Source: an optimization exercise on an open RTL-to-GDS flow (aim: small area and a short achievable clock period). Production flows keep margins and buffers that such runs may drop.
RTL that was checked went through simulation tests only; none was proved equivalent to the original.
The RTL of runs 1 to 4 was laid out without a check of its function.
Power is estimated from default activity; no workload was simulated.

[run.sh]
#!/bin/bash
# synth_recipe.tcl (not shown) runs the flow's synth.tcl, then flattens the netlist and writes it again
# the make line also repeats each setting of config.mk as NAME=value (left out here)
make -C /OpenROAD-flow-scripts/flow DESIGN_CONFIG=/design/flow/config.mk WORK_HOME=/design/flow/orfs CLKGATE_MAP_FILE= SYNTH_SCRIPT=/design/flow/synth_recipe.tcl finish
[config.mk]
export PLATFORM = sky130hd
export DESIGN_NAME = video_frame_top
export DESIGN_NICKNAME = video_frame_top
export VERILOG_FILES = /design/flow/design.v
export SDC_FILE = /design/flow/constraint.sdc
export NUM_CORES = 4
export LEC_CHECK = 0
export CAP_MARGIN = 20
export CORE_MARGIN = 2
export CORE_UTILIZATION = 40
export SLEW_MARGIN = 20
[constraint.sdc]
create_clock -name core_clock -period 3.5 [get_ports {clk}]
set_input_delay 0.7000 -clock core_clock [delete_from_list [all_inputs] [get_ports {clk}]]
set_output_delay 0.7000 -clock core_clock [all_outputs]
set_load 0.01 [all_outputs]
[design.v]
package video_pkg;
   typedef enum logic [1:0] {
      mode_view,
      mode_source,
      mode_copy,
      mode_result
   } mode_t;
   typedef logic [7:0] pixel_t;
   typedef logic [$clog2(16 * 8)-1:0] vaddr_t;
   typedef logic [$clog2(64)-1:0] hcount_t;
   typedef logic [$clog2(30)-1:0] vcount_t;
endpackage
`timescale 1ns/1ps
module video_frame_top
(
   input  logic   clk,
   input  logic   arst_n,
   input  video_pkg::mode_t  mode,
   input  logic   cam_valid,
   input  logic   cam_frame_start,
   input  video_pkg::pixel_t cam_pixel,
   input  logic   copy_start,
   output logic   copy_done,
   output video_pkg::pixel_t vid_pixel,
   output logic   vid_hsync,
   output logic   vid_vsync,
   output logic   vid_blank
);
   logic [5:0] hcount;
   logic [4:0] vcount;
   logic       hblank, vblank, hsync, vsync, blank;
   logic       hwin, vwin;
   logic       next_hblank, next_vblank, next_hwin, next_vwin;
   logic       hreset, vreset;
   assign hreset = (hcount == 6'(64 - 1));
   assign vreset = hreset && (vcount == 5'(30 - 1));
   assign next_hblank = hreset ? 1'b0 : ((hcount == 6'(48 - 1)) ? 1'b1 : hblank);
   assign next_vblank = vreset ? 1'b0 :
                        ((hreset && vcount == 5'(24 - 1)) ? 1'b1 : vblank);
   assign next_hwin   = (hcount == 6'(8 - 1)) ? 1'b1 :
                        ((hcount == 6'(8 + 16 - 1)) ? 1'b0 : hwin);
   assign next_vwin   = (hreset && vcount == 5'(4 - 1)) ? 1'b1 :
                        ((hreset && vcount == 5'(4 + 8 - 1)) ? 1'b0 : vwin);
   video_pkg::mode_t mode_q;
   logic sel_data, sel_fill;
   always_ff @(posedge clk or negedge arst_n) begin
      if (!arst_n) begin
         hcount   <= '0;
         vcount   <= '0;
         hblank   <= 1'b0;
         vblank   <= 1'b0;
         hwin     <= 1'b0;
         vwin     <= 1'b0;
         hsync    <= 1'b1;
         vsync    <= 1'b1;
         blank    <= 1'b1;
         sel_data <= 1'b0;
         sel_fill <= 1'b0;
         mode_q   <= video_pkg::mode_view;
      end else begin
         hcount <= hreset ? '0 : hcount + 1'b1;
         if (hreset) begin
            vcount <= vreset ? '0 : vcount + 1'b1;
         end
         hblank <= next_hblank;
         vblank <= next_vblank;
         hwin   <= next_hwin;
         vwin   <= next_vwin;
         hsync  <= (hcount == 6'(52 - 1)) ? 1'b0 :
                   ((hcount == 6'(58 - 1)) ? 1'b1 : hsync);
         vsync  <= (hreset && vcount == 5'(26 - 1)) ? 1'b0 :
                   ((hreset && vcount == 5'(28 - 1)) ? 1'b1 : vsync);
         blank  <= next_vblank | next_hblank;
         sel_data <= next_hwin && next_vwin && mode_q[0];
         sel_fill <= !(next_vblank || next_hblank) && !(next_hwin && next_vwin);
         mode_q   <= mode;
      end
   end
   logic       cv_q, cfs_q;
   logic [7:0] cpix_q;
   logic [6:0] wr_ptr;
   logic [6:0] this_addr;
   logic       wv_q;
   logic [6:0] wa_q;
   logic [7:0] wd_q;
   logic [3:0] wslot_idx;
   logic [7:0] wdat, wdat_n;
   logic [7:0] wrow;
   logic [15:0] wslot;
   assign this_addr = cfs_q ? '0 : wr_ptr;
   assign wslot_idx = wa_q[3:0] - hcount[3:0] - 4'd11;
   always_ff @(posedge clk or negedge arst_n) begin
      if (!arst_n) begin
         cv_q   <= 1'b0;
         cfs_q  <= 1'b0;
         wr_ptr <= '0;
         wv_q   <= 1'b0;
         wrow   <= '0;
      end else begin
         cv_q  <= cam_valid;
         cfs_q <= cam_frame_start;
         if (cv_q) begin
            wr_ptr <= this_addr + 1'b1;
         end else if (cfs_q) begin
            wr_ptr <= '0;
         end
         wv_q <= cv_q && (mode_q == video_pkg::mode_view);
         for (int r = 0; r < 8; r++) begin
            wrow[r] <= wv_q && (wa_q[6:4] == 3'(r));
         end
      end
   end
   always_ff @(posedge clk) begin
      cpix_q <= cam_pixel;
      wa_q   <= this_addr;
      wd_q   <= cpix_q;
      wdat   <= wd_q;
      wdat_n <= ~wd_q;
      for (int s = 0; s < 16; s++) begin
         wslot[s] <= (wslot_idx == 4'(s));
      end
   end
   logic       cs_q;
   logic       active;
   logic [8:0] cnt;
   logic [2:0] crow;
   logic [5:0] ck;
   logic       ld;
   logic       last;
   logic [7:0] cdata;
   logic [7:0] rd_q;
   logic [7:0] bufr [16];
   logic [3:0] bsel;
   logic [7:0] we1;
   assign crow = cnt[8:6];
   assign ck   = cnt[5:0];
   assign ld   = active && (ck >= 6'd2) && (ck <= 6'd17);
   assign last = active && (cnt == {3'd7, 6'd34});
   assign bsel = 4'd13 - {hcount[2:0], 1'b0};
   always_ff @(posedge clk or negedge arst_n) begin
      if (!arst_n) begin
         cs_q      <= 1'b0;
         active    <= 1'b0;
         cnt       <= '0;
         copy_done <= 1'b0;
      end else begin
         cs_q <= copy_start;
         if (active) begin
            cnt <= cnt + 1'b1;
            if (last) active <= 1'b0;
         end else if (cs_q) begin
            active <= 1'b1;
            cnt    <= '0;
         end
         copy_done <= last;
      end
   end
   always_comb begin
      for (int r = 0; r < 8; r++) begin
         we1[r] = active && (ck >= 6'd19) && (ck <= 6'd34) && (crow == 3'(r));
      end
   end
   always_ff @(posedge clk) begin
      for (int j = 0; j < 15; j++) begin
         bufr[j] <= bufr[j+1];
      end
      bufr[15] <= ld ? rd_q : bufr[0];
      cdata    <= bufr[bsel];
   end
   logic [7:0] b0 [8][16];
   logic [7:0] b1 [8][16];
   always_ff @(posedge clk) begin
      for (int r = 0; r < 8; r++) begin
         for (int j = 0; j < 16; j++) begin
            if (wrow[r] && wslot[j]) begin
               b0[r][j] <= (j % 2 == 1) ? ~wdat : ~wdat_n;
            end else begin
               b0[r][j] <= ~b0[r][(j + 1) % 16];
            end
         end
         for (int j = 0; j < 15; j++) begin
            b1[r][j] <= b1[r][j+1];
         end
         b1[r][15] <= we1[r] ? cdata : b1[r][0];
      end
   end
   logic [2:0] rsel;
   logic       bsel1;
   always_ff @(posedge clk) begin
      rsel  <= active ? crow : (vcount[2:0] ^ 3'd4);
      bsel1 <= !active && (mode_q == video_pkg::mode_result);
      rd_q  <= bsel1 ? b1[rsel][0] : b0[rsel][0];
   end
   always_ff @(posedge clk or negedge arst_n) begin
      if (!arst_n) begin
         vid_pixel <= '0;
         vid_hsync <= 1'b1;
         vid_vsync <= 1'b1;
         vid_blank <= 1'b1;
      end else begin
         vid_hsync <= hsync;
         vid_vsync <= vsync;
         vid_blank <= blank;
         vid_pixel <= sel_data ? rd_q : {sel_fill, 7'd0};
      end
   end
endmodule
==> summary.md, run 1 <==
| Metric | Value |
|---|---|
| Number of synthesized flops with an enable pin | `0` |
| Ant. Diodes | `0` |
| Worst-skew pair later-pin latency | `830 ps` |
| Syn Inst Count | `4184` |
| Ys Warns | `4` |
| Hold WS | `310 ps` |
| Die H | `397 um` |
| Main flop type after synthesis | `dfxtp_1` |
| Leak Pwr | `35.9 nW` |
| Port bufs | `26` |
| Crit path buf inv count | `1` |
| Initial DRC count | `1751` |
| Clock root buffer | `clkbuf_16` |
| Worst slew pin tran | `1080 ps` |
| Vias in the first global route | `30400` |
| Syn Nets | `4216` |
| Total Neg Setup Slack | `0 ps` |
| Core area | `0.154 mm2` |
| First-pass GRT wire length | `200000 um` |
| Worst Slack Setup Final | `779 ps` |
| Status | `timing/DRC/antenna clean` |
| DR WL/cell | `20.6 um` |
| DRT Wirelength | `134000 um` |
| CTS tree | `built` |
| Critical path start-end classification | `flop to output port` |
| Antenna Violating Nets Remaining | `0` |
| Share of cells above drive strength 1 | `11.1%` |
| Worst-path clk slew | `60 ps` |
| Max-slew violations | `0` |
| Crit end category | `output port` |
| Grt total ovfl | `0` |
| Post-DP HPWL | `79300 um` |
| Clk_skew | `30.6 ps` |
| Register area | `0.0467 mm2` |
| DR pass1 iterations | `5` |
| Synth area leader | `dfxtp_1` |
| Final Hold Fails | `0` |
| Largest family of logic cells by synthesized area | `multiplexers` |
| Sequential fraction of the synthesis area | `75.4%` |
| CP Cell Sequence | `clkdlybuf4s50_1` |
| Power Dens Cells | `738 mW/mm2` |
| Final Core Density | `46.3%` |
| Synth Area per Inst | `14.8 um2` |
| Area grow syn2layout | `15.3%` |
| Synth cell count leaders | `dfxtp_1 (2251), mux2i_1 (1026), nand2_1 (189), clkbuf_1 (178), mux2_2 (83)` |
| # fillers | `13500` |
| IO Count | `27` |
| DIE AREA | `0.158 mm2` |
| GRT Total Usage | `17.0%` |
| Postcts setup bufs | `0` |
| Max-cap violations | `0` |
| CTS buffer count | `200` |
| Nets | `4304` |
| Post-synth ARST share | `2.72%` |
| Post-Synth Adder-Cell Area | `0.356%` |
| Starting Density | `40.2%` |
| RSZ-0062 raised after global routing | `no` |
| Worst-path fanout max | `1` |
| Worst hold path class | `flop to flop` |
| Worst Setup Slack post-DPL | `888 ps` |
| Most frequent cell after synthesis | `dfxtp_1` |
| Slowest stage delay, CP | `630 ps` |
| Cts hold-fix bufs | `1` |
| Min Tclk post-route | `2720 ps` |
| Setup Viol. Count Final | `0` |
| Via/cell ratio | `4.59` |
| Mapped cell area | `0.0618 mm2` |
| Fmax | `367 MHz` |
| Die Wd | `397 um` |
| Worst EP arrival | `2020 ps` |
| Required @ worst endpoint | `2800 ps` |
| Mux cell area share after synthesis | `18.3%` |
| Tcrit/Tclk final | `77.8%` |
| Share of the synthesized area in the top cell type | `72.9%` |
| Xor-xnor portion of the synthesized cell area | `0.198%` |
| Clock Tree Buf Depth | `3` |
| Num rows | `144` |
| Worst IR Drop VDD | `480 uV` |
| Largest net degree at the start of global routing | `65` |
| Yosys reg bits | `2314` |
| Compound-Gate Fraction of Synth Area | `1.99%` |
| Via count | `29700` |
| PostCTS Resize Cnt | `0` |
| Final estimated routing congestion in global placement | `0.860` |
| Initial antenna violation count | `6` |
| Slew HR | `27.6%` |
| Multi-input gate area | `0.0144 mm2` |
| DRC errors left | `0` |
| Setup crit start kind | `flop` |
| Synth cell types | `55` |
| CP max stage cell | `dfstp_2` |
| Crit path max-delay family | `flip-flops` |
| Synth top area cells | `dfxtp_1 (73%), mux2i_1 (17%), dfrtp_1 (2.3%), mux2_2 (1.5%), nand2_1 (1.1%)` |
| CTS sink count | `2314` |
| Number of H-tree levels | `4` |
| Synth Area in Simple Gates | `2.37%` |
report_power, final:
| part | internal (mW) | switching [mW] |
|---|---|---|
| combinational | 0.526 | 0.664 |
| clock | 13.2 | 9.49 |
| sequential | 27.7 | 1.05 |
cells in the final DEF, fill, tap and decap left out, types with 19 or more instances in the layout:
cell type and count:
clkbuf_8 55, mux2i_1 1026, dfrtp_1 57, clkinv_2 29
nor2_1 58, nand2_1 189, clkbuf_1 44, mux2_2 83
buf_4 45, dfxtp_1 2234, clkbuf_16 200, clkdlybuf4s50_1 25
a22oi_1 35, bufinv_16 19, inv_1 30, a21oi_1 23
a22o_1 20, o21ai_0 29
through the flow:
stage	area, um2	cells	total power, mW
3_5_place_dp	64400	6113	30.5
4_1_cts	71300	6484	53.1
2_1_floorplan	61800	4184	29.6
6_report	71300	6484	52.6
5_1_grt	71300	6484	54.4
3_3_place_gp	64400	6113	30.5
logic make-up after synthesis:
group / Yosys count
AO/OA/AOI/OAI: 173
adder cells (fa/ha/maj): 17
multiplexers: 1117
flip-flops: 2314
XOR/XNOR: 14
AND/OR/NAND/NOR: 332
buffers and inverters: 217
layout make-up:
class                      count  area share, %
clock buffer                 299           8.31
clock inverter                71           1.40
inverter                      31          0.163
multi-input combinational   1653           20.2
sequential                  2314           65.5
tap                         2044           3.59
timing repair buffer          72          0.867
state kept, by name (all words and copies together), names as in the netlist, 6 cells and up:
signal,cells
wdat,8
wr_ptr,7
rd_q,8
wrow,8
vid_pixel,8
cnt,9
b0,1024
wslot,16
cdata,8
b1,1024
wdat_n,8
bufr,128
wa_q,7
wd_q,8
hcount,6
cpix_q,8
metal layers:
| metal | up-vias | share of wire [%] | track usage [%] |
|---|---|---|---|
| met1 | 14600 | 48 | 23.4 |
| li1 | 14400 | - | - |
| met3 | 225 | 4.6 | 3.51 |
| met2 | 573 | 44 | 26.3 |
| met4 | 4 | 3.1 | 6.70 |
| met5 | - | 0.012 | 0 |
final timing paths:
check,start,endpoint,slack (ps),cells after the start
worst max-delay path,vid_vsync,vid_vsync,780,1
worst min-delay path,bufr[10][3],bufr[9][3],310,0
worst max register to register,rsel[2],rd_q[2],790,4
worst min register to register,bufr[10][3],bufr[9][3],310,0
max in group asynchronous,arst_n,wrow[7],2380,2
min in group asynchronous,arst_n,vid_pixel[0],500,2
==> run 2, diff against run 1 <==
--- a/config.mk
+++ b/config.mk
@@ -10,2 +10,3 @@
 export CORE_UTILIZATION = 40
+export SETUP_SLACK_MARGIN = 1.6
 export SLEW_MARGIN = 20
==> run 2 against run 1 <==
Sequential share of layout area fell by 1.4 points. Critical path type unchanged. Core utilization grew 1.0 points. Critical endpoint unchanged. Largest power group unchanged. Count of clock-buffer cells in the layout shrank 11. Area after synthesis stayed put.
==> summary.md, run 2 <==
| Metric | Value |
|---|---|
| Die H | `397 um (unchanged)` |
| Worst EP arrival | `1560 ps (was 2020 ps)` |
| Worst slew pin tran | `1140 ps (was 1080 ps)` |
| Psw | `11.6 mW (was 11.2 mW)` |
| Multi-input gate area | `0.0149 mm2 (was 0.0144 mm2)` |
| Largest net degree at the start of global routing | `56 (was 65)` |
| Area grow syn2layout | `17.8% (was 15.3%)` |
| Main flop type after synthesis | `dfxtp_1 (unchanged)` |
| Max-slew violations | `0 (unchanged)` |
| Worst-skew pair later-pin latency | `830 ps (about the same)` |
| Yosys reg bits | `2314 (unchanged)` |
| DRT Wirelength | `134000 um (about the same)` |
| Register area | `0.0467 mm2 (about the same)` |
| Post-DP HPWL | `77600 um (was 79300 um)` |
| Initial antenna violation count | `0 (was 6)` |
| RSZ-0062 raised after global routing | `yes (was no)` |
| CP max stage cell | `dfstp_2 (unchanged)` |
| DR WL/cell | `20.4 um (was 20.6 um)` |
| Internal Pwr Total | `42.2 mW (was 41.4 mW)` |
| Crit path max-delay family | `flip-flops (unchanged)` |
| Critical path start-end classification | `flop to output port (unchanged)` |
| Synth cell count leaders | `dfxtp_1 (2251), mux2i_1 (1026), nand2_1 (189), clkbuf_1 (178), mux2_2 (83) (unchanged)` |
| Crit end category | `output port (unchanged)` |
| Synth top area cells | `dfxtp_1 (73%), mux2i_1 (17%), dfrtp_1 (2.3%), mux2_2 (1.5%), nand2_1 (1.1%) (unchanged)` |
| First-pass GRT wire length | `198000 um (was 200000 um)` |
| Clock root buffer | `clkbuf_16 (unchanged)` |
| Slowest stage delay, CP | `610 ps (was 630 ps)` |
| Worst IR Drop VDD | `526 uV (was 480 uV)` |
| Syn Inst Count | `4184 (unchanged)` |
| Min Tclk post-route | `2260 ps (was 2720 ps)` |
| Flop pwr share | `53.3% (was 54.7%)` |
| Syn Nets | `4216 (unchanged)` |
| Share of the synthesized area in the top cell type | `72.9% (unchanged)` |
| Met2 usage | `26.0% (was 26.3%)` |
| Fmax | `443 MHz (was 367 MHz)` |
| Synth cell types | `55 (unchanged)` |
| Antenna Violating Nets Remaining | `0 (unchanged)` |
| Initial DRC count | `1696 (was 1751)` |
| Nets | `4370 (was 4304)` |
| CTS buffer count | `200 (unchanged)` |
| Required @ worst endpoint | `2800 ps (about the same)` |
| Worst-path fanout max | `1 (unchanged)` |
| Clock Tree Buf Depth | `3 (unchanged)` |
| # fillers | `13200 (was 13500)` |
| Die Wd | `397 um (unchanged)` |
| Max-cap violations | `0 (unchanged)` |
| Crit path buf inv count | `1 (unchanged)` |
| Power Dens Cells | `739 mW/mm2 (was 738 mW/mm2)` |
| Grt met1 use | `23.9% (was 23.4%)` |
| Ys Warns | `4 (unchanged)` |
| CTS tree | `built (unchanged)` |
| Sw Ratio | `21.5% (was 21.3%)` |
| Worst-path clk slew | `60 ps (about the same)` |
| Num rows | `144 (unchanged)` |
| Via count | `30400 (was 29700)` |
| Final cell count without fillers | `6558 (was 6484)` |
| Most frequent cells in the layout | `dfxtp_1 (2227), mux2i_1 (1026), clkbuf_16 (205) (was dfxtp_1 (2234), mux2i_1 (1026), clkbuf_16 (200))` |
| Starting Density | `40.2% (unchanged)` |
| DR pass1 iterations | `6 (was 5)` |
| Setup Viol. Count Final | `0 (unchanged)` |
| Number of H-tree levels | `4 (unchanged)` |
| Number of synthesized flops with an enable pin | `0 (unchanged)` |
| Core area | `0.154 mm2 (unchanged)` |
| Setup crit start kind | `flop (unchanged)` |
| Placed Cells | `6114 (was 6113)` |
| CP Cell Sequence | `buf_6 (was clkdlybuf4s50_1)` |
| Final Hold Fails | `0 (unchanged)` |
| GRT Total Usage | `16.8% (was 17.0%)` |
| Synth Area per Inst | `14.8 um2 (unchanged)` |
| CTS sink count | `2314 (unchanged)` |
| Post-synth ARST share | `2.72% (unchanged)` |
| Total power | `53.8 mW (was 52.6 mW)` |
| M3 GR Usage | `3.11% (was 3.51%)` |
| Total Neg Setup Slack | `0 ps (unchanged)` |
| Grt total ovfl | `0 (unchanged)` |
| Vias in the first global route | `30300 (was 30400)` |
| Sequential fraction of the synthesis area | `75.4% (unchanged)` |
| Port bufs | `26 (unchanged)` |
| Via/cell ratio | `4.64 (was 4.59)` |
| Share of cells above drive strength 1 | `14.4% (was 11.1%)` |
| Biggest regs | `b0 x1024, b1 x1024, bufr x128 (unchanged)` |
| Final Core Density | `47.3% (was 46.3%)` |
| Tcrit/Tclk final | `64.4% (was 77.8%)` |
| Clock Power Share | `43.6% (was 43.1%)` |
| Worst hold path class | `flop to flop (unchanged)` |
| Leak Pwr | `36.5 nW (was 35.9 nW)` |
| DRC errors left | `0 (unchanged)` |
| Mapped cell area | `0.0618 mm2 (unchanged)` |
| Final estimated routing congestion in global placement | `0.832 (was 0.860)` |
| Clk_skew | `31.0 ps (was 30.6 ps)` |
| Synth area leader | `dfxtp_1 (unchanged)` |
| Commonest non-fill, non-tap cell in the layout | `dfxtp_1 (unchanged)` |
| Most frequent cell after synthesis | `dfxtp_1 (unchanged)` |
| Slew HR | `24.2% (was 27.6%)` |
| IO Count | `27 (unchanged)` |
| Comb pwr share | `3.1% (was 2.3%)` |
| Status | `timing/DRC/antenna clean (unchanged)` |
| Busiest grt layer | `met2 (unchanged)` |
| DIE AREA | `0.158 mm2 (unchanged)` |
-- run 2: cells by family (layout without fill, tap and decap cells) --
family	Yosys count	after routing	share of synthesized area, %
AOI/OAI and AO/OA	173	173	1.99
adders and majority gates	17	17	0.356
xor gates and xnor gates	14	14	0.198
DFF	2314	2314	75.4
buffers and inverters	217	544	1.35
and+or+nand+nor	332	332	2.37
other	0	3	0
muxes	1117	1117	18.3
-- run 2: layout make-up --
type / instances / share of cell area, %
Antenna cell: 3 / 0.0103
Clock buffer: 288 / 7.96
Clock inverter: 87 / 1.92
Inverter: 31 / 0.179
Multi-Input combinational cell: 1653 / 20.5
Sequential cell: 2314 / 64.2
Tap cell: 2044 / 3.51
Timing Repair Buffer: 138 / 1.76
-- run 2: final timing paths --
check | start | endpoint | slack (ps) | cells after the start
worst min-delay path | b1[90][1] | b1[89][1] | 310 | 0
max in group asynchronous | arst_n | vsync | 2330 | 3
worst min register to register | b1[90][1] | b1[89][1] | 310 | 0
min in group asynchronous | arst_n | vid_pixel[5] | 430 | 2
worst max-delay path | vid_vsync | vid_vsync | 1240 | 1
worst max register to register | cnt[5] | b1[15][6] | 1340 | 7
-- run 2: power by group through the flow --
stage	logic [mW]	registers (mW)	clock network, mW
2_1_floorplan	1.03	28.6	0
3_3_place_gp	1.21	29.3	0
3_5_place_dp	1.22	29.3	0
4_1_cts	1.42	28.7	23.9
5_1_grt	1.80	28.8	25.1
6_report	1.69	28.7	23.4
-- run 2: what timing repair did --
action / 4_1_cts / 5_1_grt
gates cloned: 0 / 1
setup endpoints to repair: 185 / 128
hold buffers: 1 / 0
pin swaps: 15 / 32
resized for setup: 130 / 93
buffers inserted: 25 / 39
hold endpoints to repair: 37 / 0
-- run 2: metrics by stage --
| step | worst slack [ps] | hold slack [ps] | cell area, um2 |
|---|---|---|---|
| finish | 1240 | 306 | 72800 |
| global route | 1210 | 279 | 72800 |
| CTS | 1190 | 252 | 72100 |
| detailed placement | 953 | 312 | 64400 |
| global placement | 942 | 310 | 64400 |
| floorplan | 1480 | 310 | 61900 |
-- run 2: metal layers --
layer / wire (um) / vias up
li1: - / 14500
met1: 65200 / 15100
met2: 59700 / 630
met3: 6120 / 182
met4: 2600 / 0
met5: 0 / -
==> run 3, diff against run 2 <==
--- a/design.v
+++ b/design.v
@@ -127,3 +127,3 @@
    logic [5:0] ck;
-   logic       ld;
+   logic       ld;     
    logic       last;
@@ -136,3 +136,2 @@
    assign ck   = cnt[5:0];
-   assign ld   = active && (ck >= 6'd2) && (ck <= 6'd17);
    assign last = active && (cnt == {3'd7, 6'd34});
@@ -157,5 +156,11 @@
    end
-   always_comb begin
-      for (int r = 0; r < 8; r++) begin
-         we1[r] = active && (ck >= 6'd19) && (ck <= 6'd34) && (crow == 3'(r));
+   always_ff @(posedge clk or negedge arst_n) begin
+      if (!arst_n) begin
+         ld  <= 1'b0;
+         we1 <= '0;
+      end else begin
+         ld <= active && (ck >= 6'd1) && (ck <= 6'd16);
+         for (int r = 0; r < 8; r++) begin
+            we1[r] <= active && (ck >= 6'd18) && (ck <= 6'd33) && (crow == 3'(r));
+         end
       end
@@ -193,12 +198,16 @@
    end
-   always_ff @(posedge clk or negedge arst_n) begin
-      if (!arst_n) begin
-         vid_pixel <= '0;
-         vid_hsync <= 1'b1;
-         vid_vsync <= 1'b1;
-         vid_blank <= 1'b1;
-      end else begin
-         vid_hsync <= hsync;
-         vid_vsync <= vsync;
-         vid_blank <= blank;
+   logic vid_hsync_n, vid_vsync_n, vid_blank_n;
+   assign vid_hsync = ~vid_hsync_n;
+   assign vid_vsync = ~vid_vsync_n;
+   assign vid_blank = ~vid_blank_n;
+   always_ff @(posedge clk or negedge arst_n) begin
+      if (!arst_n) begin
+         vid_pixel   <= '0;
+         vid_hsync_n <= 1'b0;
+         vid_vsync_n <= 1'b0;
+         vid_blank_n <= 1'b0;
+      end else begin
+         vid_hsync_n <= ~hsync;
+         vid_vsync_n <= ~vsync;
+         vid_blank_n <= ~blank;
          vid_pixel <= sel_data ? rd_q : {sel_fill, 7'd0};
--- a/config.mk
+++ b/config.mk
@@ -10,3 +10,5 @@
 export CORE_UTILIZATION = 40
-export SETUP_SLACK_MARGIN = 1.6
+export CTS_CLUSTER_DIAMETER = 60
+export CTS_CLUSTER_SIZE = 24
+export SETUP_SLACK_MARGIN = 2.0
 export SLEW_MARGIN = 20
==> run 3 against run 2 <==
Still clean on timing, DRC and antenna. Cell count is 1.9% lower. First-iteration DRC count stayed put. Routed wire length is 1.9% higher.
==> summary.md, run 3 <==
| Metric | Value |
|---|---|
| CTS buffer count | `136 (was 200)` |
| Synth cell count leaders | `dfxtp_1 (2251), mux2i_1 (1040), nand2_1 (170), clkbuf_1 (160), mux2_2 (71) (was dfxtp_1 (2251), mux2i_1 (1026), nand2_1 (189), clkbuf_1 (178), mux2_2 (83))` |
| Via count | `30100 (was 30400)` |
| Synth Area per Inst | `14.8 um2 (about the same)` |
| First-pass GRT wire length | `200000 um (was 198000 um)` |
| Most frequent cells in the layout | `dfxtp_1 (2216), mux2i_1 (1029), clkbuf_16 (137) (was dfxtp_1 (2227), mux2i_1 (1026), clkbuf_16 (205))` |
| Num rows | `144 (unchanged)` |
| Leak Pwr | `35.4 nW (was 36.5 nW)` |
| Worst-path fanout max | `1 (unchanged)` |
| Starting Density | `40.3% (was 40.2%)` |
| Number of synthesized flops with an enable pin | `0 (unchanged)` |
| Commonest non-fill, non-tap cell in the layout | `dfxtp_1 (unchanged)` |
| Post-DP HPWL | `77100 um (was 77600 um)` |
| DR pass1 iterations | `8 (was 6)` |
| Nets | `4330 (was 4370)` |
| Share of the synthesized area in the top cell type | `72.6% (was 72.9%)` |
| Ys Warns | `4 (unchanged)` |
| DIE AREA | `0.158 mm2 (about the same)` |
| Worst slew pin tran | `976 ps (was 1140 ps)` |
| Worst-path clk slew | `90 ps (was 60 ps)` |
| Status | `timing/DRC/antenna clean (unchanged)` |
| Die Wd | `398 um (was 397 um)` |
| Antenna Violating Nets Remaining | `0 (unchanged)` |
| Biggest regs | `b0 x1024, b1 x1024, bufr x128 (unchanged)` |
| Worst-skew pair later-pin latency | `800 ps (was 830 ps)` |
| DRC errors left | `0 (unchanged)` |
| Main flop type after synthesis | `dfxtp_1 (unchanged)` |
| GRT Total Usage | `17.0% (was 16.8%)` |
| Grt total ovfl | `0 (unchanged)` |
| Most frequent cell after synthesis | `dfxtp_1 (unchanged)` |
| Final Core Density | `46.1% (was 47.3%)` |
| # fillers | `13400 (was 13200)` |
| Largest net degree at the start of global routing | `73 (was 56)` |
| Total Neg Setup Slack | `0 ps (unchanged)` |
| CTS sink count | `2323 (was 2314)` |
| IO Count | `27 (unchanged)` |
| Final Hold Fails | `0 (unchanged)` |
| Core area | `0.154 mm2 (about the same)` |
| Synth top area cells | `dfxtp_1 (73%), mux2i_1 (17%), dfrtp_1 (2.8%), mux2_2 (1.3%), nand2_1 (1.0%) (was dfxtp_1 (73%), mux2i_1 (17%), dfrtp_1 (2.3%), mux2_2 (1.5%), nand2_1 (1.1%))` |
| Syn Nets | `4218 (was 4216)` |
| DR WL/cell | `21.2 um (was 20.4 um)` |
| Placed Cells | `6101 (was 6114)` |
| Via/cell ratio | `4.68 (was 4.64)` |
| Power Dens Cells | `669 mW/mm2 (was 739 mW/mm2)` |
| Synth area leader | `dfxtp_1 (unchanged)` |
| Worst hold path class | `input port to async pin (was flop to flop)` |
| Max-slew violations | `0 (unchanged)` |
| Number of H-tree levels | `4 (unchanged)` |
| Slew HR | `35.0% (was 24.2%)` |
| Share of cells above drive strength 1 | `15.2% (was 14.4%)` |
| R2R depth | `9 (was 7)` |
| Min Tclk post-route | `2130 ps (was 2260 ps)` |
| Tcrit/Tclk final | `61.0% (was 64.4%)` |
| Port bufs | `26 (unchanged)` |
| Area post-placement | `0.0645 mm2 (was 0.0644 mm2)` |
| Area grow syn2layout | `14.4% (was 17.8%)` |
| Clk_skew | `28.3 ps (was 31.0 ps)` |
| Synth cell types | `64 (was 55)` |
| Max-cap violations | `0 (unchanged)` |
| Setup Viol. Count Final | `0 (unchanged)` |
| Die H | `398 um (was 397 um)` |
| Clock root buffer | `clkbuf_16 (unchanged)` |
| Initial antenna violation count | `2 (was 0)` |
| Mapped cell area | `0.0621 mm2 (was 0.0618 mm2)` |
| Fin area | `0.0711 mm2 (was 0.0728 mm2)` |
| Final estimated routing congestion in global placement | `0.815 (was 0.832)` |
| Initial DRC count | `1696 (unchanged)` |
| Vias in the first global route | `30100 (was 30300)` |
| Final cell count without fillers | `6431 (was 6558)` |
| Critical path start-end classification | `flop to output port (unchanged)` |
| Post-synth ARST share | `3.10% (was 2.72%)` |
| Beginning of the critical path | `vid_vsync_n (was vid_vsync)` |
| Required @ worst endpoint | `2800 ps (about the same)` |
| Sequential fraction of the synthesis area | `75.5% (was 75.4%)` |
| Worst EP arrival | `1430 ps (was 1560 ps)` |
| Worst IR Drop VDD | `615 uV (was 526 uV)` |
| Fmax | `469 MHz (was 443 MHz)` |
| RSZ-0062 raised after global routing | `yes (unchanged)` |
| Setup crit start kind | `flop (unchanged)` |
| Syn Inst Count | `4186 (was 4184)` |
| CTS tree | `built (unchanged)` |
| Clock Tree Buf Depth | `3 (unchanged)` |
| Crit end category | `output port (unchanged)` |
| DRT Wirelength | `136000 um (was 134000 um)` |
| Launch point of the worst reg-to-reg path | `hcount[1] (was cnt[5])` |
| Yosys reg bits | `2323 (was 2314)` |
run 3: cell count changes in the layout (fill, tap and decap cells not counted), moves of 13 or more:
cell       previous run  this run
nand2_1             185       124
clkbuf_16           205       137
bufinv_16            28         8
clkinv_2             32         7
a22o_1               20         7
nand2_2               2        46
mux2_2               39        71
a22oi_1              29        16
mux2_4               52         8
clkbuf_8             38         4
clkbuf_1             46         7
inv_8                 1        15
run 3: per-layer routing:
metal | part of all wire [%] | GRT usage (%) | wire, um | vias up
li1 | - | - | - | 14300
met1 | 48 | 23.8 | 65500 | 15000
met2 | 46 | 27.0 | 62200 | 525
met3 | 3.7 | 2.68 | 5050 | 191
met4 | 2.5 | 5.32 | 3370 | 2
met5 | 0.010 | 0 | 14 | -
run 3: power by group:
group / internal, mW / total, mW / switching (mW)
Clock: 8.21 / 17.2 / 9.04
Combinational: 0.825 / 1.69 / 0.868
Sequential: 27.7 / 28.6 / 0.900
Total: 36.8 / 47.6 / 10.8
run 3: through the flow:
step           hold WS, ps  power (mW)  setup WS (ps)
2_1_floorplan          310        29.5           1570
3_3_place_gp           309        30.2           1240
3_5_place_dp           312        30.3           1160
4_1_cts               25.1        47.8           1300
5_1_grt               90.6        49.2           1320
6_report              46.9        47.6           1370
run 3: final timing paths:
kind,slack (ps),end
max in group asynchronous,2700,wrow[5]
min reg2reg,310,b1[119][5]
max reg2reg,1530,wslot[14]
min,50,vcount[4]
max,1370,vid_vsync
min in group core_clock,310,b1[119][5]
run 3: area by class of cell:
| class | instances | area, um2 | share of cell area [%] |
|---|---|---|---|
| inverters | 36 | 163 | 0.229 |
| flip-flops and latches | 2323 | 47000 | 66.1 |
| repair inverters | 1 | 7.51 | 0.0106 |
| diodes | 5 | 12.5 | 0.0176 |
| clock buffers | 148 | 3510 | 4.94 |
| repair buffers | 160 | 1620 | 2.28 |
| multi-input cells | 1640 | 15200 | 21.4 |
| well taps | 2044 | 2560 | 3.60 |
| clock inverters | 74 | 1010 | 1.42 |
run 3: critical path: stages, from the launching register on:
cell and delay [ps]:
dfrtp_2 470, inv_2 70, buf_6 90
run 3: cell families (layout without fill, tap and decap cells):
group	count (synthesis)	count (layout)	synth area share, %
fa+ha+maj	17	17	0.355
buf+inv	224	419	1.47
xor+xnor	14	14	0.197
flops	2323	2323	75.5
mux	1119	1119	18.2
other cells	0	5	0
compound gates	151	151	1.84
simple gates	338	339	2.49
run 3: repair_timing:
action | 4_1_cts | 5_1_grt
gates cloned | 3 | 0
hold buffers | 0 | 0
buffers inserted | 62 | 38
resized for setup | 224 | 121
endpoints found under the setup margin | 1092 | 140
pin swaps | 35 | 49
==> run 4, diff against run 3 <==
--- a/config.mk
+++ b/config.mk
@@ -10,4 +10,2 @@
 export CORE_UTILIZATION = 40
-export CTS_CLUSTER_DIAMETER = 60
-export CTS_CLUSTER_SIZE = 24
 export SETUP_SLACK_MARGIN = 2.0
==> run 4 against run 3 <==
Still clean on timing, DRC and antenna. Count of clock-buffer cells in the layout is 146 higher. Area after synthesis unchanged. Sequential share of layout area fell by 2.2 points. Global-route usage up 0.16 points. Critical path depth unchanged. Via count up 1.8%. Fmax down 1.3%. Core utilization rose by 1.6 points. Flip-flop and latch count did not move. Sequential power is essentially flat. Routed wire length up 1.1%. Setup slack worse by 27 ps. Critical path type unchanged. Largest power group unchanged.
==> summary.md, run 4 <==
| Metric | Value |
|---|---|
| Status | `timing/DRC/antenna clean (unchanged)` |
| Synth cell count leaders | `dfxtp_1 (2251), mux2i_1 (1040), nand2_1 (170), clkbuf_1 (160), mux2_2 (71) (unchanged)` |
| Worst-path fanout max | `1 (unchanged)` |
| Max-slew violations | `0 (unchanged)` |
| Final Hold Fails | `0 (unchanged)` |
| Ys Warns | `4 (unchanged)` |
| Min Tclk post-route | `2160 ps (was 2130 ps)` |
| Most frequent cells in the layout | `dfxtp_1 (2216), mux2i_1 (1030), clkbuf_16 (212) (was dfxtp_1 (2216), mux2i_1 (1029), clkbuf_16 (137))` |
| Post-DP HPWL | `77100 um (unchanged)` |
| Worst IR Drop VDD | `735 uV (was 615 uV)` |
| Worst EP arrival | `1460 ps (was 1430 ps)` |
| Num rows | `144 (unchanged)` |
| # fillers | `13100 (was 13400)` |
| Synth Area per Inst | `14.8 um2 (unchanged)` |
| CTS tree | `built (unchanged)` |
| Core area | `0.154 mm2 (unchanged)` |
| Antenna Violating Nets Remaining | `0 (unchanged)` |
| Required @ worst endpoint | `2800 ps (about the same)` |
| Final cell count without fillers | `6580 (was 6431)` |
| Via/cell ratio | `4.65 (was 4.68)` |
| Clock root buffer | `clkbuf_16 (unchanged)` |
| Die Wd | `398 um (unchanged)` |
| Mapped cell area | `0.0621 mm2 (unchanged)` |
| Max-cap violations | `0 (unchanged)` |
| Share of cells above drive strength 1 | `17.5% (was 15.2%)` |
| First-pass GRT wire length | `203000 um (was 200000 um)` |
| Die H | `398 um (unchanged)` |
| Main flop type after synthesis | `dfxtp_1 (unchanged)` |
| Initial DRC count | `1741 (was 1696)` |
| CTS buffer count | `206 (was 136)` |
| Setup crit start kind | `flop (unchanged)` |
| Area grow syn2layout | `18.4% (was 14.4%)` |
| Clk_skew | `57.9 ps (was 28.3 ps)` |
| DR WL/cell | `20.9 um (was 21.2 um)` |
| CP max stage cell | `dfrtp_2 (unchanged)` |
| Via count | `30600 (was 30100)` |
| Syn Inst Count | `4186 (unchanged)` |
| Critical path start-end classification | `flop to output port (unchanged)` |
| CP Cell Sequence | `inv_2 -> buf_6 (unchanged)` |
| Cts hold-fix bufs | `0 (unchanged)` |
| R2R depth | `9 (unchanged)` |
| Number of synthesized flops with an enable pin | `0 (unchanged)` |
| Worst hold path class | `input port to async pin (unchanged)` |
| Fmax | `463 MHz (was 469 MHz)` |
| Worst slew pin tran | `973 ps (was 976 ps)` |
| Sequential fraction of the synthesis area | `75.5% (unchanged)` |
| Power Dens Cells | `722 mW/mm2 (was 669 mW/mm2)` |
| Worst-skew pair later-pin latency | `840 ps (was 800 ps)` |
| Share of the synthesized area in the top cell type | `72.6% (unchanged)` |
| Multi-input gate area | `0.0152 mm2 (about the same)` |
| Initial antenna violation count | `1 (was 2)` |
| DRC errors left | `0 (unchanged)` |
| Vias in the first global route | `30900 (was 30100)` |
| Placed Cells | `6101 (unchanged)` |
| Most frequent cell after synthesis | `dfxtp_1 (unchanged)` |
| Nets | `4389 (was 4330)` |
| Slowest stage delay, CP | `470 ps (about the same)` |
| Starting Density | `40.3% (unchanged)` |
| Fin area | `0.0736 mm2 (was 0.0711 mm2)` |
| Leak Pwr | `36.7 nW (was 35.4 nW)` |
| Yosys reg bits | `2323 (unchanged)` |
| Post-synth ARST share | `3.10% (unchanged)` |
| Number of H-tree levels | `4 (unchanged)` |
| Commonest non-fill, non-tap cell in the layout | `dfxtp_1 (unchanged)` |
| Register area | `0.0470 mm2 (about the same)` |
| Hold WS | `12.1 ps (was 46.9 ps)` |
| Tcrit/Tclk final | `61.7% (was 61.0%)` |
| GRT Total Usage | `17.2% (was 17.0%)` |
| Grt total ovfl | `0 (unchanged)` |
| IO Count | `27 (unchanged)` |
| Slew HR | `35.1% (was 35.0%)` |
| Port bufs | `26 (unchanged)` |
| Final estimated routing congestion in global placement | `0.815 (unchanged)` |
| Total Neg Setup Slack | `0 ps (unchanged)` |
| Worst-path clk slew | `60 ps (was 90 ps)` |
| Area post-placement | `0.0645 mm2 (unchanged)` |
| DR pass1 iterations | `5 (was 8)` |
| Largest net degree at the start of global routing | `73 (unchanged)` |
| Total power | `53.1 mW (was 47.6 mW)` |
| Biggest regs | `b0 x1024, b1 x1024, bufr x128 (unchanged)` |
| Crit end category | `output port (unchanged)` |
| CTS sink count | `2323 (unchanged)` |
| Synth area leader | `dfxtp_1 (unchanged)` |
| Clock Tree Buf Depth | `3 (unchanged)` |
| DRT Wirelength | `138000 um (was 136000 um)` |
| Synth cell types | `64 (unchanged)` |
| Synth top area cells | `dfxtp_1 (73%), mux2i_1 (17%), dfrtp_1 (2.8%), mux2_2 (1.3%), nand2_1 (1.0%) (unchanged)` |
| RSZ-0062 raised after global routing | `yes (unchanged)` |
| DIE AREA | `0.158 mm2 (unchanged)` |
| Syn Nets | `4218 (unchanged)` |
| Setup Viol. Count Final | `0 (unchanged)` |
## run 4: cell counts after synthesis
No cell type changed its count.
## run 4: final cells by class
cell class	instances	share of cell area (%)
diodes	3	0.0102
clock buffers	294	8.28
clock inverters	90	1.36
inverters	36	0.214
multi-input cells	1640	20.7
flip-flops and latches	2323	63.9
well taps	2044	3.48
repair buffers	149	2.06
repair inverters	1	0.0102
## run 4: kinds of logic (layout without fill, tap and decap cells)
kind of cell / after synthesis / in the layout / share of synthesized area [%]
compound gates: 151 / 151 / 1.84
xor+xnor: 14 / 14 / 0.197
fa+ha+maj: 17 / 17 / 0.355
buf+inv: 224 / 570 / 1.47
flops: 2323 / 2323 / 75.5
mux: 1119 / 1119 / 18.2
other cells: 0 / 3 / 0
simple gates: 338 / 339 / 2.49
## run 4: final timing paths
check | startpoint | end | slack (ps)
worst min register to register | b1[105][6] | b1[104][6] | 290
worst max register to register | hcount[1] | wslot[14] | 1540
worst min-delay path | arst_n | vcount[3] | 10
min in group core_clock | b1[105][6] | b1[104][6] | 290
worst max-delay path | vid_vsync_n | vid_vsync | 1340
max in group asynchronous | arst_n | wrow[4] | 2730
## run 4: worst max-delay path: cells and delay by family (launching register included)
family	cells	cell delay, ps
DFF	1	470
buffers and inverters	2	170
## run 4: what timing repair did
item | 4_1_cts | 5_1_grt
endpoints found under the setup margin | 1088 | 172
gates cloned | 1 | 2
pin swaps | 32 | 47
buffers inserted | 51 | 38
resized for setup | 226 | 114
## run 4: through the flow
step                      setup slack, ps  util, %
after global routing                 1300     47.7
final                                1340     47.7
after CTS                            1310     47.2
after detailed placement             1160     41.9
after global placement               1240     41.9
after floorplan                      1570        -
## run 4: report_power, final
group,switching (mW),leakage [nW],internal (mW)
combinational,0.817,13.6,0.703
sequential,0.904,19.6,27.8
clock,9.82,3.50,13.1
## run 4: routing by layer
layer | wire [um] | vias up | global-route usage (%)
met5 | 14 | - | 0
met1 | 64800 | 15200 | 23.7
met3 | 6190 | 230 | 2.91
met2 | 62600 | 672 | 27.2
met4 | 4010 | 2 | 5.96
li1 | - | 14500 | -
==> run 5, diff against run 4 <==
--- a/design.v
+++ b/design.v
@@ -82,7 +82,4 @@
    logic [6:0] this_addr;
-   logic       wv_q;
-   logic [6:0] wa_q;
-   logic [7:0] wd_q;
    logic [3:0] wslot_idx;
-   logic [7:0] wdat, wdat_n;
+   logic [7:0] wdat;
    logic [7:0] wrow;
@@ -90,3 +87,3 @@
    assign this_addr = cfs_q ? '0 : wr_ptr;
-   assign wslot_idx = wa_q[3:0] - hcount[3:0] - 4'd11;
+   assign wslot_idx = this_addr[3:0] - hcount[3:0] - 4'd11;
    always_ff @(posedge clk or negedge arst_n) begin
@@ -96,3 +93,2 @@
          wr_ptr <= '0;
-         wv_q   <= 1'b0;
          wrow   <= '0;
@@ -106,5 +102,4 @@
          end
-         wv_q <= cv_q && (mode_q == video_pkg::mode_view);
          for (int r = 0; r < 8; r++) begin
-            wrow[r] <= wv_q && (wa_q[6:4] == 3'(r));
+            wrow[r] <= cv_q && (mode_q == video_pkg::mode_view) && (this_addr[6:4] == 3'(r));
          end
@@ -114,6 +109,3 @@
       cpix_q <= cam_pixel;
-      wa_q   <= this_addr;
-      wd_q   <= cpix_q;
-      wdat   <= wd_q;
-      wdat_n <= ~wd_q;
+      wdat   <= cpix_q;
       for (int s = 0; s < 16; s++) begin
@@ -127,3 +119,3 @@
    logic [5:0] ck;
-   logic       ld;     
+   logic       ld;
    logic       last;
@@ -136,3 +128,4 @@
    assign ck   = cnt[5:0];
-   assign last = active && (cnt == {3'd7, 6'd34});
+   assign ld   = active && (ck >= 6'd1) && (ck <= 6'd16);
+   assign last = active && (cnt == {3'd7, 6'd33});
    assign bsel = 4'd13 - {hcount[2:0], 1'b0};
@@ -156,11 +149,5 @@
    end
-   always_ff @(posedge clk or negedge arst_n) begin
-      if (!arst_n) begin
-         ld  <= 1'b0;
-         we1 <= '0;
-      end else begin
-         ld <= active && (ck >= 6'd1) && (ck <= 6'd16);
-         for (int r = 0; r < 8; r++) begin
-            we1[r] <= active && (ck >= 6'd18) && (ck <= 6'd33) && (crow == 3'(r));
-         end
+   always_comb begin
+      for (int r = 0; r < 8; r++) begin
+         we1[r] = active && (ck >= 6'd18) && (ck <= 6'd33) && (crow == 3'(r));
       end
@@ -180,5 +167,5 @@
             if (wrow[r] && wslot[j]) begin
-               b0[r][j] <= (j % 2 == 1) ? ~wdat : ~wdat_n;
+               b0[r][j] <= wdat;
             end else begin
-               b0[r][j] <= ~b0[r][(j + 1) % 16];
+               b0[r][j] <= b0[r][(j + 1) % 16];
             end
@@ -193,21 +180,17 @@
    logic       bsel1;
+   assign rsel  = active ? crow : (vcount[2:0] ^ 3'd4);
+   assign bsel1 = !active && (mode_q == video_pkg::mode_result);
    always_ff @(posedge clk) begin
-      rsel  <= active ? crow : (vcount[2:0] ^ 3'd4);
-      bsel1 <= !active && (mode_q == video_pkg::mode_result);
-      rd_q  <= bsel1 ? b1[rsel][0] : b0[rsel][0];
+      rd_q <= bsel1 ? b1[rsel][0] : b0[rsel][0];
    end
-   logic vid_hsync_n, vid_vsync_n, vid_blank_n;
-   assign vid_hsync = ~vid_hsync_n;
-   assign vid_vsync = ~vid_vsync_n;
-   assign vid_blank = ~vid_blank_n;
    always_ff @(posedge clk or negedge arst_n) begin
       if (!arst_n) begin
-         vid_pixel   <= '0;
-         vid_hsync_n <= 1'b0;
-         vid_vsync_n <= 1'b0;
-         vid_blank_n <= 1'b0;
+         vid_pixel <= '0;
+         vid_hsync <= 1'b1;
+         vid_vsync <= 1'b1;
+         vid_blank <= 1'b1;
       end else begin
-         vid_hsync_n <= ~hsync;
-         vid_vsync_n <= ~vsync;
-         vid_blank_n <= ~blank;
+         vid_hsync <= hsync;
+         vid_vsync <= vsync;
+         vid_blank <= blank;
          vid_pixel <= sel_data ? rd_q : {sel_fill, 7'd0};
--- a/config.mk
+++ b/config.mk
@@ -10,3 +10,2 @@
 export CORE_UTILIZATION = 40
-export SETUP_SLACK_MARGIN = 2.0
 export SLEW_MARGIN = 20
==> run 5 against run 4 <==
Core utilization shrank 1.4 points. Critical endpoint is now vid_blank. Global-route usage down 1.6 points. Flip-flop and latch count fell by 37. Count of clock-buffer cells in the layout is 6 lower. Register-to-register slack worse by 640 ps. Critical path depth fell by 1. Critical path type unchanged. Die area increased by 0.75%. Combinational power down 22%.
==> summary.md, run 5 <==
| Metric | Value |
|---|---|
| Port bufs | `26 (unchanged)` |
| Internal Pwr Total | `40.5 mW (was 41.6 mW)` |
| DR pass1 iterations | `5 (unchanged)` |
| Die H | `400 um (was 398 um)` |
| Crit path max-delay family | `flip-flops (unchanged)` |
| Ys Warns | `4 (unchanged)` |
| Flop pwr share | `53.8% (was 54.0%)` |
| Syn Nets | `4182 (was 4218)` |
| Crit path buf inv count | `1 (was 2)` |
| CTS sink count | `2286 (was 2323)` |
| Slew HR | `31.4% (was 35.1%)` |
| DRC errors left | `0 (unchanged)` |
| GRT Total Usage | `15.6% (was 17.2%)` |
| Share of cells above drive strength 1 | `34.1% (was 17.5%)` |
| CTS tree | `built (unchanged)` |
| Multi-input gate area | `0.0158 mm2 (was 0.0152 mm2)` |
| Synth cell count leaders | `dfxtp_1 (2224), mux2_2 (1099), nand2_1 (192), clkbuf_1 (168), dfrtp_1 (56) (was dfxtp_1 (2251), mux2i_1 (1040), nand2_1 (170), clkbuf_1 (160), mux2_2 (71))` |
| Syn Inst Count | `4153 (was 4186)` |
| Hold WS | `275 ps (was 12.1 ps)` |
| Postcts setup bufs | `0 (was 51)` |
| Number of H-tree levels | `4 (unchanged)` |
| Hold Path Depth | `0` |
| Most frequent cell after synthesis | `dfxtp_1 (unchanged)` |
| PostCTS Resize Cnt | `0 (was 226)` |
| Area grow syn2layout | `15.3% (was 18.4%)` |
| Worst-path clk slew | `70 ps (was 60 ps)` |
| CP max stage cell | `dfstp_2 (was dfrtp_2)` |
| Mapped cell area | `0.0626 mm2 (was 0.0621 mm2)` |
| IO Count | `27 (unchanged)` |
| Synth Area per Inst | `15.1 um2 (was 14.8 um2)` |
| Nets | `4267 (was 4389)` |
| DIE AREA | `0.160 mm2 (was 0.158 mm2)` |
| Tcrit/Tclk final | `77.9% (was 61.7%)` |
| Comb pwr share | `2.3% (was 2.9%)` |
| Fmax | `367 MHz (was 463 MHz)` |
| Starting Density | `40.2% (was 40.3%)` |
| Antenna Violating Nets Remaining | `0 (unchanged)` |
| Total Neg Setup Slack | `0 ps (unchanged)` |
| Leak Pwr | `30.1 nW (was 36.7 nW)` |
| Synth area leader | `dfxtp_1 (unchanged)` |
| Commonest non-fill, non-tap cell in the layout | `dfxtp_1 (unchanged)` |
| Min Tclk post-route | `2720 ps (was 2160 ps)` |
| Setup Viol. Count Final | `0 (unchanged)` |
| Worst hold path class | `flop to flop (was input port to async pin)` |
| Number of synthesized flops with an enable pin | `0 (unchanged)` |
| Via count | `29500 (was 30600)` |
| RSZ-0062 raised after global routing | `no (was yes)` |
| Crit end category | `output port (unchanged)` |
| R2R depth | `10 (was 9)` |
| # fillers | `13500 (was 13100)` |
| Num rows | `145 (was 144)` |
| DR WL/cell | `19.1 um (was 20.9 um)` |
| CP Cell Sequence | `clkdlybuf4s50_1 (was inv_2 -> buf_6)` |
| Via/cell ratio | `4.56 (was 4.65)` |
| Power Dens Cells | `715 mW/mm2 (was 722 mW/mm2)` |
| Max-slew violations | `0 (unchanged)` |
| Worst-path fanout max | `1 (unchanged)` |
| First-pass GRT wire length | `189000 um (was 203000 um)` |
| Main flop type after synthesis | `dfxtp_1 (unchanged)` |
| Final Hold Fails | `0 (unchanged)` |
| Number of cells on the critical path | `1 (was 2)` |
| Biggest regs | `b0 x1024, b1 x1024, bufr x128 (unchanged)` |
| Final estimated routing congestion in global placement | `0.859 (was 0.815)` |
| Required @ worst endpoint | `2800 ps (about the same)` |
| Worst EP arrival | `2020 ps (was 1460 ps)` |
| DRT Wirelength | `123000 um (was 138000 um)` |
| Clock root buffer | `clkbuf_16 (unchanged)` |
| Initial antenna violation count | `2 (was 1)` |
| Clock Power Share | `43.9% (was 43.2%)` |
| Clock Tree Buf Depth | `3 (unchanged)` |
| Yosys reg bits | `2286 (was 2323)` |
| Setup crit start kind | `flop (unchanged)` |
| Grt total ovfl | `0 (unchanged)` |
| Worst slew pin tran | `1030 ps (was 973 ps)` |
| Register area | `0.0461 mm2 (was 0.0470 mm2)` |
| Status | `timing/DRC/antenna clean (unchanged)` |
| Core area | `0.156 mm2 (was 0.154 mm2)` |
| CTS buffer count | `203 (was 206)` |
| Psw | `11.1 mW (was 11.5 mW)` |
| Synth cell types | `63 (was 64)` |
| Die Wd | `400 um (was 398 um)` |
| Vias in the first global route | `30700 (was 30900)` |
| Post-DP HPWL | `74500 um (was 77100 um)` |
| Synth top area cells | `dfxtp_1 (71%), mux2_2 (20%), dfrtp_1 (2.2%), nand2_1 (1.2%), clkbuf_1 (1.0%) (was dfxtp_1 (73%), mux2i_1 (17%), dfrtp_1 (2.8%), mux2_2 (1.3%), nand2_1 (1.0%))` |
| Share of the synthesized area in the top cell type | `71.1% (was 72.6%)` |
| Critical path start-end classification | `flop to output port (unchanged)` |
| Worst IR Drop VDD | `581 uV (was 735 uV)` |
| Max-cap violations | `0 (unchanged)` |
| Worst-skew pair later-pin latency | `850 ps (was 840 ps)` |
| Clk_skew | `62.5 ps (was 57.9 ps)` |
| Largest net degree at the start of global routing | `129 (was 73)` |
| Sequential fraction of the synthesis area | `73.6% (was 75.5%)` |
| Sw Ratio | `21.5% (was 21.7%)` |
| Initial DRC count | `1492 (was 1741)` |
| Most frequent cells in the layout | `dfxtp_1 (2216), mux2_2 (1099), clkbuf_16 (204) (was dfxtp_1 (2216), mux2i_1 (1030), clkbuf_16 (212))` |
| Slowest stage delay, CP | `620 ps (was 470 ps)` |
| Post-synth ARST share | `2.71% (was 3.10%)` |
## run 5: cell types whose count changed after synthesis, moves of 11 or more
cell      delta
mux2_2    +1028
mux2i_1   -1024
dfxtp_1     -27
inv_1       -22
nand2_1     +22
nand2b_1    -15
nand3_1     +15
dfrtp_1     -13
a21oi_1     +12
a22oi_1     +11
## run 5: path summary, 6_finish.rpt
path | from | end | slack (ps)
setup / recovery | vid_blank | vid_blank | 780
setup reg to reg | cfs_q | wslot[8] | 900
min in group asynchronous | arst_n | vid_pixel[6] | 480
hold reg to reg | b1[7][0] | b1[6][0] | 280
max in group asynchronous | arst_n | wrow[5] | 2360
hold / removal | b1[7][0] | b1[6][0] | 280
## run 5: area by class of cell
class / instances / share of cell area (%)
Tap cell: 2058 / 3.57
Multi-Input combinational cell: 1669 / 21.8
Sequential cell: 2286 / 63.9
Clock inverter: 86 / 1.68
Timing Repair Buffer: 64 / 0.877
Antenna cell: 2 / 0.00694
Inverter: 14 / 0.0728
Clock buffer: 288 / 8.07
## run 5: power groups by stage
stage | Sequential (mW) | Clock (mW) | Combinational (mW)
detailed placement | 28.3 | 0 | 1.19
global placement | 28.3 | 0 | 1.18
floorplan | 27.9 | 0 | 0.911
CTS | 27.8 | 23.2 | 1.20
global route | 27.9 | 24.2 | 1.31
finish | 27.8 | 22.6 | 1.19
## run 5: cells by family (layout without fill, tap and decap cells)
group	Yosys count	count (layout)	share of synthesized area (%)
mux	1123	1123	20.2
simple gates	359	359	2.61
fa+ha+maj	14	14	0.292
flops	2286	2286	73.6
xor+xnor	15	15	0.222
compound gates	158	158	1.80
other cells	0	2	0
buf+inv	198	452	1.23
## run 5: metal layers
| metal | vias up | track usage, % | wire (um) |
|---|---|---|---|
| met4 | 0 | 5.79 | 3700 |
| met3 | 223 | 2.73 | 4280 |
| met5 | - | 0 | 0 |
| li1 | 14300 | - | - |
| met2 | 480 | 24.3 | 55400 |
| met1 | 14400 | 21.5 | 59900 |
## run 5: repair_timing
item                                    in CTS  in global routing
endpoints found under the hold margin       44                  0
endpoints found under the setup margin       0                  0
hold buffers                                 1                  0
## run 5: through the flow
stage,instances,util [%],power (mW),instance area (um2),setup WS (ps)
floorplan,4153,-,28.8,62600,1210
global placement,6090,41.8,29.5,65100,858
detailed placement,6090,41.8,29.5,65100,918
CTS,6465,46.3,52.1,72200,690
global route,6465,46.3,53.4,72200,694
finish,6467,46.3,51.6,72200,775
==> run 6, diff against run 5 <==
--- a/design.v
+++ b/design.v
@@ -82,8 +82,14 @@
    logic [6:0] this_addr;
+   logic       wv_q;
+   logic [6:0] wa_q;
+   logic [7:0] wd_q;
    logic [3:0] wslot_idx;
-   logic [7:0] wdat;
-   logic [7:0] wrow;
+   logic [7:0] wdat, wdat_n;
+   logic [2:0] wtag, wtag_n;
+   logic       wr0;       
+   logic       wrw;       
    logic [15:0] wslot;
+   logic [7:0] rd_q;
+   logic       active;
    assign this_addr = cfs_q ? '0 : wr_ptr;
-   assign wslot_idx = this_addr[3:0] - hcount[3:0] - 4'd11;
    always_ff @(posedge clk or negedge arst_n) begin
@@ -93,3 +99,5 @@
          wr_ptr <= '0;
-         wrow   <= '0;
+         wv_q   <= 1'b0;
+         wr0    <= 1'b0;
+         wrw    <= 1'b0;
       end else begin
@@ -102,5 +110,5 @@
          end
-         for (int r = 0; r < 8; r++) begin
-            wrow[r] <= cv_q && (mode_q == video_pkg::mode_view) && (this_addr[6:4] == 3'(r));
-         end
+         wv_q <= cv_q && (mode_q == video_pkg::mode_view);
+         wr0  <= wv_q && (wa_q[6:4] == 3'd0);
+         wrw  <= wv_q && (wa_q[6:4] != 3'd0);
       end
@@ -109,3 +117,9 @@
       cpix_q <= cam_pixel;
-      wdat   <= cpix_q;
+      wa_q   <= this_addr;
+      wslot_idx <= this_addr[3:0] - hcount[3:0] - 4'd12;
+      wd_q   <= cpix_q;
+      wdat   <= active ? rd_q : wd_q;
+      wdat_n <= active ? ~rd_q : ~wd_q;
+      wtag   <= wa_q[6:4];
+      wtag_n <= ~wa_q[6:4];
       for (int s = 0; s < 16; s++) begin
@@ -115,3 +129,2 @@
    logic       cs_q;
-   logic       active;
    logic [8:0] cnt;
@@ -119,7 +132,5 @@
    logic [5:0] ck;
-   logic       ld;
+   logic       ld;     
    logic       last;
    logic [7:0] cdata;
-   logic [7:0] rd_q;
-   logic [7:0] bufr [16];
    logic [3:0] bsel;
@@ -128,5 +139,3 @@
    assign ck   = cnt[5:0];
-   assign ld   = active && (ck >= 6'd1) && (ck <= 6'd16);
-   assign last = active && (cnt == {3'd7, 6'd33});
-   assign bsel = 4'd13 - {hcount[2:0], 1'b0};
+   assign last = active && (cnt == {3'd7, 6'd58});
    always_ff @(posedge clk or negedge arst_n) begin
@@ -149,13 +158,44 @@
    end
+   always_ff @(posedge clk or negedge arst_n) begin
+      if (!arst_n) begin
+         ld  <= 1'b0;
+         we1 <= '0;
+      end else begin
+         ld <= active && (ck >= 6'd25) && (ck <= 6'd40);
+         for (int r = 0; r < 8; r++) begin
+            we1[r] <= active && (ck >= 6'd42) && (ck <= 6'd57) && (crow == 3'(r));
+         end
+      end
+   end
+   logic [7:0] wh_d [16];
+   logic [2:0] wh_t [16];
+   logic [15:0] wh_v;
+   logic [15:0] wh_in;
    always_comb begin
-      for (int r = 0; r < 8; r++) begin
-         we1[r] = active && (ck >= 6'd18) && (ck <= 6'd33) && (crow == 3'(r));
-      end
-   end
-   always_ff @(posedge clk) begin
-      for (int j = 0; j < 15; j++) begin
-         bufr[j] <= bufr[j+1];
-      end
-      bufr[15] <= ld ? rd_q : bufr[0];
-      cdata    <= bufr[bsel];
+      for (int j = 0; j < 16; j++) begin
+         wh_in[j] = (wrw && wslot[j]) || (j == 15 && ld);
+      end
+   end
+   always_ff @(posedge clk or negedge arst_n) begin
+      if (!arst_n) begin
+         wh_v <= '0;
+      end else begin
+         for (int j = 0; j < 15; j++) begin
+            wh_v[j] <= (wrw && wslot[j]) || wh_v[j+1];
+         end
+         wh_v[15] <= wrw && wslot[15];
+      end
+   end
+   always_ff @(posedge clk) begin
+      for (int j = 0; j < 16; j++) begin
+         if (wh_in[j]) begin
+            wh_d[j] <= (j % 2 == 1) ? ~wdat : ~wdat_n;
+            wh_t[j] <= (j % 2 == 1) ? ~wtag : ~wtag_n;
+         end else begin
+            wh_d[j] <= ~wh_d[(j + 1) % 16];
+            wh_t[j] <= ~wh_t[(j + 1) % 16];
+         end
+      end
+      bsel  <= 4'd12 - {hcount[2:0], 1'b0};
+      cdata <= wh_d[bsel];
    end
@@ -164,10 +204,16 @@
    always_ff @(posedge clk) begin
+      for (int j = 0; j < 16; j++) begin
+         if (wr0 && wslot[j]) begin
+            b0[0][j] <= (j % 2 == 1) ? ~wdat : ~wdat_n;
+         end else begin
+            b0[0][j] <= ~b0[0][(j + 1) % 16];
+         end
+      end
+      for (int r = 1; r < 8; r++) begin
+         for (int j = 0; j < 15; j++) begin
+            b0[r][j] <= b0[r][j+1];
+         end
+         b0[r][15] <= (wh_v[0] && wh_t[0] == 3'(r)) ? wh_d[0] : b0[r][0];
+      end
       for (int r = 0; r < 8; r++) begin
-         for (int j = 0; j < 16; j++) begin
-            if (wrow[r] && wslot[j]) begin
-               b0[r][j] <= wdat;
-            end else begin
-               b0[r][j] <= b0[r][(j + 1) % 16];
-            end
-         end
          for (int j = 0; j < 15; j++) begin
@@ -180,17 +226,21 @@
    logic       bsel1;
-   assign rsel  = active ? crow : (vcount[2:0] ^ 3'd4);
-   assign bsel1 = !active && (mode_q == video_pkg::mode_result);
-   always_ff @(posedge clk) begin
-      rd_q <= bsel1 ? b1[rsel][0] : b0[rsel][0];
-   end
-   always_ff @(posedge clk or negedge arst_n) begin
-      if (!arst_n) begin
-         vid_pixel <= '0;
-         vid_hsync <= 1'b1;
-         vid_vsync <= 1'b1;
-         vid_blank <= 1'b1;
-      end else begin
-         vid_hsync <= hsync;
-         vid_vsync <= vsync;
-         vid_blank <= blank;
+   always_ff @(posedge clk) begin
+      rsel  <= active ? crow : (vcount[2:0] ^ 3'd4);
+      bsel1 <= !active && (mode_q == video_pkg::mode_result);
+      rd_q  <= bsel1 ? b1[rsel][0] : b0[rsel][0];
+   end
+   logic vid_hsync_n, vid_vsync_n, vid_blank_n;
+   assign vid_hsync = ~vid_hsync_n;
+   assign vid_vsync = ~vid_vsync_n;
+   assign vid_blank = ~vid_blank_n;
+   always_ff @(posedge clk or negedge arst_n) begin
+      if (!arst_n) begin
+         vid_pixel   <= '0;
+         vid_hsync_n <= 1'b0;
+         vid_vsync_n <= 1'b0;
+         vid_blank_n <= 1'b0;
+      end else begin
+         vid_hsync_n <= ~hsync;
+         vid_vsync_n <= ~vsync;
+         vid_blank_n <= ~blank;
          vid_pixel <= sel_data ? rd_q : {sel_fill, 7'd0};
--- a/config.mk
+++ b/config.mk
@@ -10,2 +10,5 @@
 export CORE_UTILIZATION = 40
+export CTS_CLUSTER_DIAMETER = 80
+export CTS_CLUSTER_SIZE = 32
+export SETUP_SLACK_MARGIN = 2.0
 export SLEW_MARGIN = 20
==> run 6 against run 5 <==
Count of clock-buffer cells in the layout down 189. Non-clock buffer count up 44. Largest power group unchanged. Routed wire length fell by 24%.
==> summary.md, run 6 <==
| Metric | Value |
|---|---|
| Status | `timing/DRC/antenna clean (unchanged)` |
| Number of synthesized flops with an enable pin | `0 (unchanged)` |
| Worst EP arrival | `1310 ps (was 2020 ps)` |
| Synth top area cells | `dfxtp_1 (82%), mux2i_1 (5.5%), dfrtp_1 (3.5%), mux2_2 (2.5%), nand2_1 (0.64%) (was dfxtp_1 (71%), mux2_2 (20%), dfrtp_1 (2.2%), nand2_1 (1.2%), clkbuf_1 (1.0%))` |
| Final Hold Fails | `0 (unchanged)` |
| Syn Inst Count | `3422 (was 4153)` |
| Synth cell count leaders | `dfxtp_1 (2308), mux2i_1 (313), mux2_2 (123), nand2_1 (96), dfrtp_1 (79) (was dfxtp_1 (2224), mux2_2 (1099), nand2_1 (192), clkbuf_1 (168), dfrtp_1 (56))` |
| Max-slew violations | `0 (unchanged)` |
| Clock Tree Buf Depth | `3 (unchanged)` |
| Fin area | `0.0627 mm2 (was 0.0722 mm2)` |
| Final cell count without fillers | `5435 (was 6467)` |
| Initial DRC count | `1241 (was 1492)` |
| Mux cell area share after synthesis | `8.57% (was 20.2%)` |
| CTS buffer count | `88 (was 203)` |
| Sequential fraction of the synthesis area | `85.4% (was 73.6%)` |
| Share of the synthesized area in the top cell type | `81.8% (was 71.1%)` |
| Synth area leader | `dfxtp_1 (unchanged)` |
| Area post-placement | `0.0588 mm2 (was 0.0651 mm2)` |
| Synth cell types | `64 (was 63)` |
| Core area | `0.140 mm2 (was 0.156 mm2)` |
| Initial antenna violation count | `3 (was 2)` |
| CTS sink count | `2390 (was 2286)` |
| Vias in the first global route | `22000 (was 30700)` |
| Share of cells above drive strength 1 | `13.9% (was 34.1%)` |
| Yosys reg bits | `2390 (was 2286)` |
| Psw | `9.39 mW (was 11.1 mW)` |
| Area grow syn2layout | `11.0% (was 15.3%)` |
| Flop pwr share | `67.5% (was 53.8%)` |
| Nets | `3554 (was 4267)` |
| Grt total ovfl | `0 (unchanged)` |
| Die H | `380 um (was 400 um)` |
| Starting Density | `40.4% (was 40.2%)` |
| Biggest regs | `b0 x1024, b1 x1024, wh_d x128 (was b0 x1024, b1 x1024, bufr x128)` |
| GRT Total Usage | `12.8% (was 15.6%)` |
| Worst-path clk slew | `120 ps (was 70 ps)` |
| Worst IR Drop VDD | `505 uV (was 581 uV)` |
| Worst-path fanout max | `1 (unchanged)` |
| Crit path max-delay family | `flip-flops (unchanged)` |
| Final Core Density | `44.8% (was 46.3%)` |
| Num rows | `137 (was 145)` |
| Multi-input gate area | `0.00821 mm2 (was 0.0158 mm2)` |
| RSZ-0062 raised after global routing | `yes (was no)` |
| First-pass GRT wire length | `139000 um (was 189000 um)` |
| Total power | `43.5 mW (was 51.6 mW)` |
| Power Dens Cells | `694 mW/mm2 (was 715 mW/mm2)` |
| Clk_skew | `54.2 ps (was 62.5 ps)` |
| Required @ worst endpoint | `2800 ps (about the same)` |
| Post-synth ARST share | `3.43% (was 2.71%)` |
| Compound-Gate Fraction of Synth Area | `2.02% (was 1.80%)` |
run 6: cell count changes after synthesis, moves of 18 or more:
cell      change
nand2b_1     +18
a22o_1       +28
dfxtp_1      +84
mux2i_1     +297
nand3_1      -30
buf_2        +19
inv_1        +36
mux2_2      -976
clkbuf_1    -123
a22oi_1      -25
dfrtp_1      +23
nand2_1      -96
run 6: what timing repair did:
item                       4_1_cts  5_1_grt
setup buffers                   53       17
resized for setup              160       70
pin swaps                       34       29
setup endpoints to repair      423       97
gates cloned                     3        0
run 6: per-stage QoR:
step,hold slack (ps),worst slack [ps]
finish,38.0,1490
global route,57.2,1400
CTS,15.5,1410
detailed placement,312,1170
global placement,310,1320
floorplan,310,1630
run 6: power groups by stage:
| stage | Sequential (mW) | Combinational, mW | Clock (mW) |
|---|---|---|---|
| detailed placement | 30.0 | 1.07 | 0 |
| global route | 29.6 | 1.63 | 14.0 |
| CTS | 29.4 | 1.36 | 13.1 |
| finish | 29.4 | 1.49 | 12.7 |
| global placement | 30.0 | 1.04 | 0 |
| floorplan | 29.3 | 1.10 | 0 |
run 6: layout make-up:
type | instances | share of cell area (%)
Tap cell | 1876 | 3.74
Clock buffer | 99 | 3.61
Inverter | 49 | 0.311
Antenna cell | 4 | 0.0160
Sequential cell | 2390 | 77.0
Timing Repair Buffer | 108 | 1.73
Clock inverter | 21 | 0.479
Multi-Input combinational cell | 888 | 13.1
run 6: worst paths after layout:
kind / slack [ps] / cells past startpoint / to
max in group asynchronous: 2580 / 2 / vid_pixel[3]
hold / removal: 40 / 1 / wv_q
min in group core_clock: 310 / 0 / b0[77][2]
setup reg to reg: 1660 / 7 / wslot_idx[3]
setup / recovery: 1490 / 1 / copy_done
hold reg to reg: 310 / 0 / b0[77][2]
run 6: metal layers:
| metal | vias to the layer above | wire length (um) | GRT usage [%] |
|---|---|---|---|
| met2 | 289 | 39600 | 18.9 |
| li1 | 11300 | - | - |
| met3 | 145 | 3070 | 2.24 |
| met5 | - | 0 | 0 |
| met1 | 11400 | 48100 | 19.0 |
| met4 | 0 | 2780 | 4.16 |
run 6: logic make-up (layout without fill, tap and decap cells):
kind of cell	Yosys count	after routing
AOI/OAI and AO/OA	151	151
xor gates and xnor gates	16	16
adders and majority gates	14	14
buffers and inverters	145	277
DFF	2390	2390
muxes	455	455
other	0	4
and+or+nand+nor	251	252
